What follows belongs to an exercise in optimizing a design on an open flow for small area, a short achievable clock period and few clock cycles per item; a production flow would make more cautious choices.
Where RTL was checked, it was by simulation tests only, not by an equivalence proof against the original.

==> inputs of 04-28 <==
Design flash_sector_mapper, start of the top module:
module flash_sector_mapper
(
    input  wire                  clk,
    input  wire                  rst_n,
    input  wire                  s_tvalid,
    output logic                 s_tready,
    input  wire  [S_TDATA_W-1:0] s_tdata,    
    input  wire  [OP_W-1:0]      s_tuser,    
    output logic                 m_tvalid,
    input  wire                  m_tready,
    output logic [M_TDATA_W-1:0] m_tdata,    
    output logic                 m_tuser,    
    input  wire                  psel,
    input  wire                  penable,
    input  wire                  pwrite,
    input  wire  [PADDR_W-1:0]   paddr,
    input  wire  [PDATA_W-1:0]   pwdata,
    output logic [PDATA_W-1:0]   prdata,
    output logic                 pready
);
==> flow/config.mk <==
export PLATFORM = sky130hd
export DESIGN_NAME = flash_sector_mapper
export DESIGN_NICKNAME = flash_sector_mapper
export VERILOG_FILES = /design/flow/design.v
export SDC_FILE = /design/flow/constraint.sdc
export NUM_CORES = 4
export LEC_CHECK = 0
export CAP_MARGIN = 20
export CORE_MARGIN = 2
export CORE_UTILIZATION = 40
export SLEW_MARGIN = 20
==> flow/constraint.sdc <==
create_clock -name core_clock -period 11.0 [get_ports {clk}]
set_input_delay 2.2000 -clock core_clock [delete_from_list [all_inputs] [get_ports {clk}]]
set_output_delay 2.2000 -clock core_clock [all_outputs]
set_load 0.01 [all_outputs]
run.sh (not shown) runs the stock make flow with config.mk's settings and CLKGATE_MAP_FILE= SYNTH_SCRIPT=/design/flow/synth_recipe.tcl, a recipe that flattens the netlist after the stock synthesis.
==> 06-27: changes against 04-28 <==
Settings changed: SETUP_SLACK_MARGIN from default to 5.
==> qor summary <==
|  | 06-27 | 04-28 |
|---|---|---|
| Run status | timing/DRC/antenna clean | timing/DRC/antenna clean |
| Fmax | 123.6 MHz | 97.95 MHz |
| N_diodes | 0 | 2 |
| Largest net degree at the start of global routing | 81 | 64 |
| Non-clock buffer contribution to total cell area | 9.930% | 5.178% |
| Worst-Skew Late Latency | 0.64 ns | 0.63 ns |
| Met1 usage in global routing | 37.47% | 35.31% |
| Logic depth of the worst path, buffers included | 36 | 33 |
| Final standard cell area without fillers | 0.04544 mm^2 | 0.04023 mm^2 |
| Final clock period utilization by the worst path | 73.53% | 92.81% |
| Utilization of the core after routing | 51.41% | 45.52% |
| Wire length on met1 | 55.55 mm | 52.58 mm |
| DPL Wire Length | 89.26 mm | 93.08 mm |
| Transition time at the pin with the least slew margin | 1.011 ns | 1.072 ns |
| Hold-critical path endpoint | u_ctrl.cum1[4] | u_ctrl.cum1[2] |
| Fill cell total of the finished layout | 8064 | 8584 |
| Total area of multi-input combinational cells | 0.02535 mm^2 | 0.02261 mm^2 |
| Clock distribution area overhead in the final layout | 3.941% | 4.460% |
| Number of cells traversed by the worst register-to-register path | 36 | 33 |
| Area growth syn-to-layout | 27.24% | 12.67% |
Function was not checked in any run of this note: the RTL went through the layout flow alone.

* * *

==> inputs of 12-14 <==
flash_sector_mapper, a different RTL version from the one above (not shown whole).
==> flow/design.v (excerpt) <==
module flash_sector_mapper
(
    input  wire                  clk,
    input  wire                  rst_n,
    input  wire                  s_tvalid,
    output logic                 s_tready,
    input  wire  [S_TDATA_W-1:0] s_tdata,    
    input  wire  [OP_W-1:0]      s_tuser,    
    output logic                 m_tvalid,
    input  wire                  m_tready,
    output logic [M_TDATA_W-1:0] m_tdata,    
    output logic                 m_tuser,    
    input  wire                  psel,
    input  wire                  penable,
    input  wire                  pwrite,
    input  wire  [PADDR_W-1:0]   paddr,
    input  wire  [PDATA_W-1:0]   pwdata,
    output logic [PDATA_W-1:0]   prdata,
    output logic                 pready
);
export LEC_CHECK = 0
export CAP_MARGIN = 20
export CORE_MARGIN = 2
export CORE_UTILIZATION = 40
export SLEW_MARGIN = 20
create_clock -name core_clock -period 11.0 [get_ports {clk}]
standard.sh (not shown) runs the stock make flow with config.mk's settings and CLKGATE_MAP_FILE= SYNTH_SCRIPT=/design/flow/synth_recipe.tcl, a recipe that flattens the netlist after the stock synthesis.
==> flow/flow/run.sh <==
#!/bin/bash
set -euo pipefail
export SETUP_SLACK_MARGIN=8
bash standard.sh > run.log 2>&1
==> inputs of 03-28, as changes to 12-14 <==
--- a/flow/design.v
+++ b/flow/design.v
@@ -39,38 +39,38 @@
     output logic [23:0]        region3,
     output logic [31:0]        base,
     output logic [7:0]         first_index,
     output logic [4:0]         scale,
     output logic               region_wr
 );
     logic        wr_en;
     logic [2:0]  ridx;
-    logic [2:0]  rd_idx;
+    logic [31:0] rd_mux;
     assign pready    = 1'b1;
     assign wr_en     = psel && penable && pwrite;
     assign ridx      = paddr[4:2];
     assign region_wr = wr_en && !ridx[2];
-    always_ff @(posedge clk)
-    begin
-        rd_idx <= ridx;
-    end
     always_comb
     begin
-        case (rd_idx)
-            3'd0:    prdata = {8'd0, region0};
-            3'd1:    prdata = {8'd0, region1};
-            3'd2:    prdata = {8'd0, region2};
-            3'd3:    prdata = {8'd0, region3};
-            3'd4:    prdata = base;
-            3'd5:    prdata = {24'd0, first_index};
-            3'd6:    prdata = {27'd0, scale};
-            default: prdata = '0;
+        case (ridx)
+            3'd0:    rd_mux = {8'd0, region0};
+            3'd1:    rd_mux = {8'd0, region1};
+            3'd2:    rd_mux = {8'd0, region2};
+            3'd3:    rd_mux = {8'd0, region3};
+            3'd4:    rd_mux = base;
+            3'd5:    rd_mux = {24'd0, first_index};
+            3'd6:    rd_mux = {27'd0, scale};
+            default: rd_mux = '0;
         endcase
     end
+    always_ff @(posedge clk)
+    begin
+        prdata <= rd_mux;
+    end
     always_ff @(posedge clk or negedge rst_n)
     begin
         if (!rst_n)
         begin
             region0     <= REGION0_RESET;
             region1     <= REGION1_RESET;
             region2     <= REGION2_RESET;
             region3     <= REGION3_RESET;
@@ -122,17 +122,17 @@
     input  wire  [26:0]  pos,
     output logic         fast,
     output logic [3:0]   shf0,
     output logic [3:0]   shf1,
     output logic [3:0]   shf2,
     output logic [3:0]   shf3,
     output logic [3:0]   szero,
     output logic [3:0]   last_live,
-    output logic [9:0]   cum1,     
+    output logic [9:0]   cum1,
     output logic [9:0]   cum2,
     output logic [9:0]   cum3,
     output logic [9:0]   cum4,
     output logic [23:0]  end0,
     output logic [24:0]  end1,
     output logic [25:0]  end2,
     output logic [25:0]  end3,
     output logic         pre_inject,
@@ -159,18 +159,17 @@
     assign live[0] = |region0[7:0];
     assign live[1] = live[0] && |region1[7:0];
     assign live[2] = live[1] && |region2[7:0];
     assign live[3] = live[2] && |region3[7:0];
     assign cnt[0] = live[0] ? region0[7:0] : 8'd0;
     assign cnt[1] = live[1] ? region1[7:0] : 8'd0;
     assign cnt[2] = live[2] ? region2[7:0] : 8'd0;
     assign cnt[3] = live[3] ? region3[7:0] : 8'd0;
-    assign c2   = 10'(region0[7:0]) + 10'(region1[7:0]);
-    assign cum1 = 10'(region0[7:0]);
+    assign c2 = 10'(region0[7:0]) + 10'(region1[7:0]);
     function automatic logic onehot0_16(input logic [15:0] v);
         logic [7:0] a1, m1;
         logic [3:0] a2, m2;
         logic [1:0] a3, m3;
         for (int i = 0; i < 8; i++)
         begin
             a1[i] = v[2*i] | v[2*i+1];
             m1[i] = v[2*i] & v[2*i+1];
@@ -210,16 +209,17 @@
     begin
         fast      <= &(pow2 | ~live);
         shf0      <= shf_c[0];
         shf1      <= shf_c[1];
         shf2      <= shf_c[2];
         shf3      <= shf_c[3];
         szero     <= {size[3] == 16'd0, size[2] == 16'd0, size[1] == 16'd0, size[0] == 16'd0};
         last_live <= {live[3], live[2] && !live[3], live[1] && !live[2], live[0] && !live[1]};
+        cum1      <= 10'(region0[7:0]);
         cum2      <= c2;
         cum3      <= c2 + 10'(region2[7:0]);
         cum4      <= c2 + (10'(region2[7:0]) + 10'(region3[7:0]));
     end
     typedef enum logic [2:0] {
         S_START = 3'd0,      
         S_PINJ  = 3'd1,      
         S_PMUL  = 3'd2,      
==> flow/run.sh (new file) <==
#!/bin/bash
# synth_recipe.tcl (not shown) runs the flow's synth.tcl, then flattens the netlist and writes it again
# the make line also repeats each setting of config.mk as NAME=value (left out here)
make -C /OpenROAD-flow-scripts/flow DESIGN_CONFIG=/design/flow/config.mk WORK_HOME=/design/flow/orfs CLKGATE_MAP_FILE= SYNTH_SCRIPT=/design/flow/synth_recipe.tcl finish
Settings changed: SETUP_SLACK_MARGIN from default to 5.
removed: flow/flow/run.sh
removed: flow/standard.sh
==> inputs of 06-06, as changes to 12-14 <==
--- a/flow/design.v
+++ b/flow/design.v
@@ -39,38 +39,38 @@
     output logic [23:0]        region3,
     output logic [31:0]        base,
     output logic [7:0]         first_index,
     output logic [4:0]         scale,
     output logic               region_wr
 );
     logic        wr_en;
     logic [2:0]  ridx;
-    logic [2:0]  rd_idx;
+    logic [31:0] rd_mux;
     assign pready    = 1'b1;
     assign wr_en     = psel && penable && pwrite;
     assign ridx      = paddr[4:2];
     assign region_wr = wr_en && !ridx[2];
-    always_ff @(posedge clk)
-    begin
-        rd_idx <= ridx;
-    end
     always_comb
     begin
-        case (rd_idx)
-            3'd0:    prdata = {8'd0, region0};
-            3'd1:    prdata = {8'd0, region1};
-            3'd2:    prdata = {8'd0, region2};
-            3'd3:    prdata = {8'd0, region3};
-            3'd4:    prdata = base;
-            3'd5:    prdata = {24'd0, first_index};
-            3'd6:    prdata = {27'd0, scale};
-            default: prdata = '0;
+        case (ridx)
+            3'd0:    rd_mux = {8'd0, region0};
+            3'd1:    rd_mux = {8'd0, region1};
+            3'd2:    rd_mux = {8'd0, region2};
+            3'd3:    rd_mux = {8'd0, region3};
+            3'd4:    rd_mux = base;
+            3'd5:    rd_mux = {24'd0, first_index};
+            3'd6:    rd_mux = {27'd0, scale};
+            default: rd_mux = '0;
         endcase
     end
+    always_ff @(posedge clk)
+    begin
+        prdata <= rd_mux;
+    end
     always_ff @(posedge clk or negedge rst_n)
     begin
         if (!rst_n)
         begin
             region0     <= REGION0_RESET;
             region1     <= REGION1_RESET;
             region2     <= REGION2_RESET;
             region3     <= REGION3_RESET;
@@ -122,17 +122,17 @@
     input  wire  [26:0]  pos,
     output logic         fast,
     output logic [3:0]   shf0,
     output logic [3:0]   shf1,
     output logic [3:0]   shf2,
     output logic [3:0]   shf3,
     output logic [3:0]   szero,
     output logic [3:0]   last_live,
-    output logic [9:0]   cum1,     
+    output logic [9:0]   cum1,
     output logic [9:0]   cum2,
     output logic [9:0]   cum3,
     output logic [9:0]   cum4,
     output logic [23:0]  end0,
     output logic [24:0]  end1,
     output logic [25:0]  end2,
     output logic [25:0]  end3,
     output logic         pre_inject,
@@ -159,18 +159,17 @@
     assign live[0] = |region0[7:0];
     assign live[1] = live[0] && |region1[7:0];
     assign live[2] = live[1] && |region2[7:0];
     assign live[3] = live[2] && |region3[7:0];
     assign cnt[0] = live[0] ? region0[7:0] : 8'd0;
     assign cnt[1] = live[1] ? region1[7:0] : 8'd0;
     assign cnt[2] = live[2] ? region2[7:0] : 8'd0;
     assign cnt[3] = live[3] ? region3[7:0] : 8'd0;
-    assign c2   = 10'(region0[7:0]) + 10'(region1[7:0]);
-    assign cum1 = 10'(region0[7:0]);
+    assign c2 = 10'(region0[7:0]) + 10'(region1[7:0]);
     function automatic logic onehot0_16(input logic [15:0] v);
         logic [7:0] a1, m1;
         logic [3:0] a2, m2;
         logic [1:0] a3, m3;
         for (int i = 0; i < 8; i++)
         begin
             a1[i] = v[2*i] | v[2*i+1];
             m1[i] = v[2*i] & v[2*i+1];
@@ -210,16 +209,17 @@
     begin
         fast      <= &(pow2 | ~live);
         shf0      <= shf_c[0];
         shf1      <= shf_c[1];
         shf2      <= shf_c[2];
         shf3      <= shf_c[3];
         szero     <= {size[3] == 16'd0, size[2] == 16'd0, size[1] == 16'd0, size[0] == 16'd0};
         last_live <= {live[3], live[2] && !live[3], live[1] && !live[2], live[0] && !live[1]};
+        cum1      <= 10'(region0[7:0]);
         cum2      <= c2;
         cum3      <= c2 + 10'(region2[7:0]);
         cum4      <= c2 + (10'(region2[7:0]) + 10'(region3[7:0]));
     end
     typedef enum logic [2:0] {
         S_START = 3'd0,      
         S_PINJ  = 3'd1,      
         S_PMUL  = 3'd2,      
==> flow/flow/run.sh (replaced) <==
#!/bin/bash
set -euo pipefail
export SETUP_SLACK_MARGIN=6.5
bash standard.sh > run.log 2>&1
==> summary.txt <==
| item | 12-14 | 03-28 | 06-06 |
|---|---|---|---|
| Total wirelength of the detailed-routed design | 154 mm | 133 mm | 135 mm |
| Complex-gate fraction of the synthesized area | 0.180 | 0.182 | 0.182 |
| Fraction of layout instances using a drive strength above 1 | 0.342 | 0.104 | 0.138 |
| Die Y | 320 um | 324 um | 324 um |
| Met3 wire length | 13.3 mm | 9.27 mm | 10.1 mm |
| Slew of the pin with the lowest slew margin | 1.22 ns | 1.21 ns | 1.21 ns |
| Terminating pin of the worst hold path | u_dp.r6_rz | u_dp.r5_ok | u_dp.r5_ok |
| TritonCTS Buffers | 66 | 69 | 69 |
| Number of sequential cells in the layout | 583 | 620 | 620 |
| Area growth from synthesis to layout | 36.9% | 12.6% | 15.4% |
| Clock latency at the later pin of the worst-skew pair | 0.64 ns | 0.62 ns | 0.63 ns |
| Net count reported at finish | 4916 | 4575 | 4662 |
| Die area | 102000 um^2 | 105000 um^2 | 105000 um^2 |
| Critical Path Source | u_dp.r2_op[0] | u_dp.r2_oh[2] | u_regs.scale[3] |
| Met3 GRT Util | 0.0457 | 0.0335 | 0.0353 |
| Maximum number of pins on one net before global-route repair | 84 | 97 | 97 |
| Multi-Input Combinational | 2745 | 2809 | 2810 |
| FF+latch count, synth | 583 | 620 | 620 |
| Result of the run | finished clean | finished clean | finished clean |
| Number of standard-cell rows in the floorplan | 115 | 117 | 117 |
Testbench counts of 03-28, summed over its fixed seeds: cycles 5,056, queries 4,800.
Testbench counts of 06-06, summed over its fixed seeds: cycles 5,056, queries 4,800.
For 12-14, only the layout was checked, not whether the RTL still works.

-- afterwards: timing with drivers on the ports --
The results above use ideal ports. As a check the final layouts listed here were re-extracted and re-timed, cells and wires unchanged.
Step 1: set_driving_cell puts a clkbuf_16 on clk and a buf_2 on each other input, an assumption about the parent block.
Step 2 moves the port delays by t, midway between the first and last clock arrival at a register: inputs arrive t later, outputs are due t later. That takes back most of the time a late clock gives input paths.
Slacks: ideal ports / drivers / drivers and shift; pairs: ideal ports / drivers.
run | t, ns | setup WS [ns] | worst hold slack (ns) | worst setup path at the end
04-28 | 0.685 | 0.790 / 0.790 / 0.790 | 0.463 / 0.463 / 0.463 | register to register
06-27 | 0.697 | 2.912 / 2.912 / 2.912 | 0.478 / 0.478 / 0.478 | register to register
12-14 | 0.700 | 6.219 / 6.219 / 6.219 | 0.424 / 0.424 / 0.424 | register to register
03-28 | 0.690 | 5.544 / 5.544 / 5.536 | 0.413 / 0.413 / 0.413 | input to register
06-06 | 0.694 | 6.590 / 6.590 / 5.966 | 0.416 / 0.416 / 0.416 | input to register
After both steps every run listed still meets setup and hold. For 06-06, which loses most, drivers alone change the setup slack by 0.000 ns; drivers and shift together by -0.624 ns.
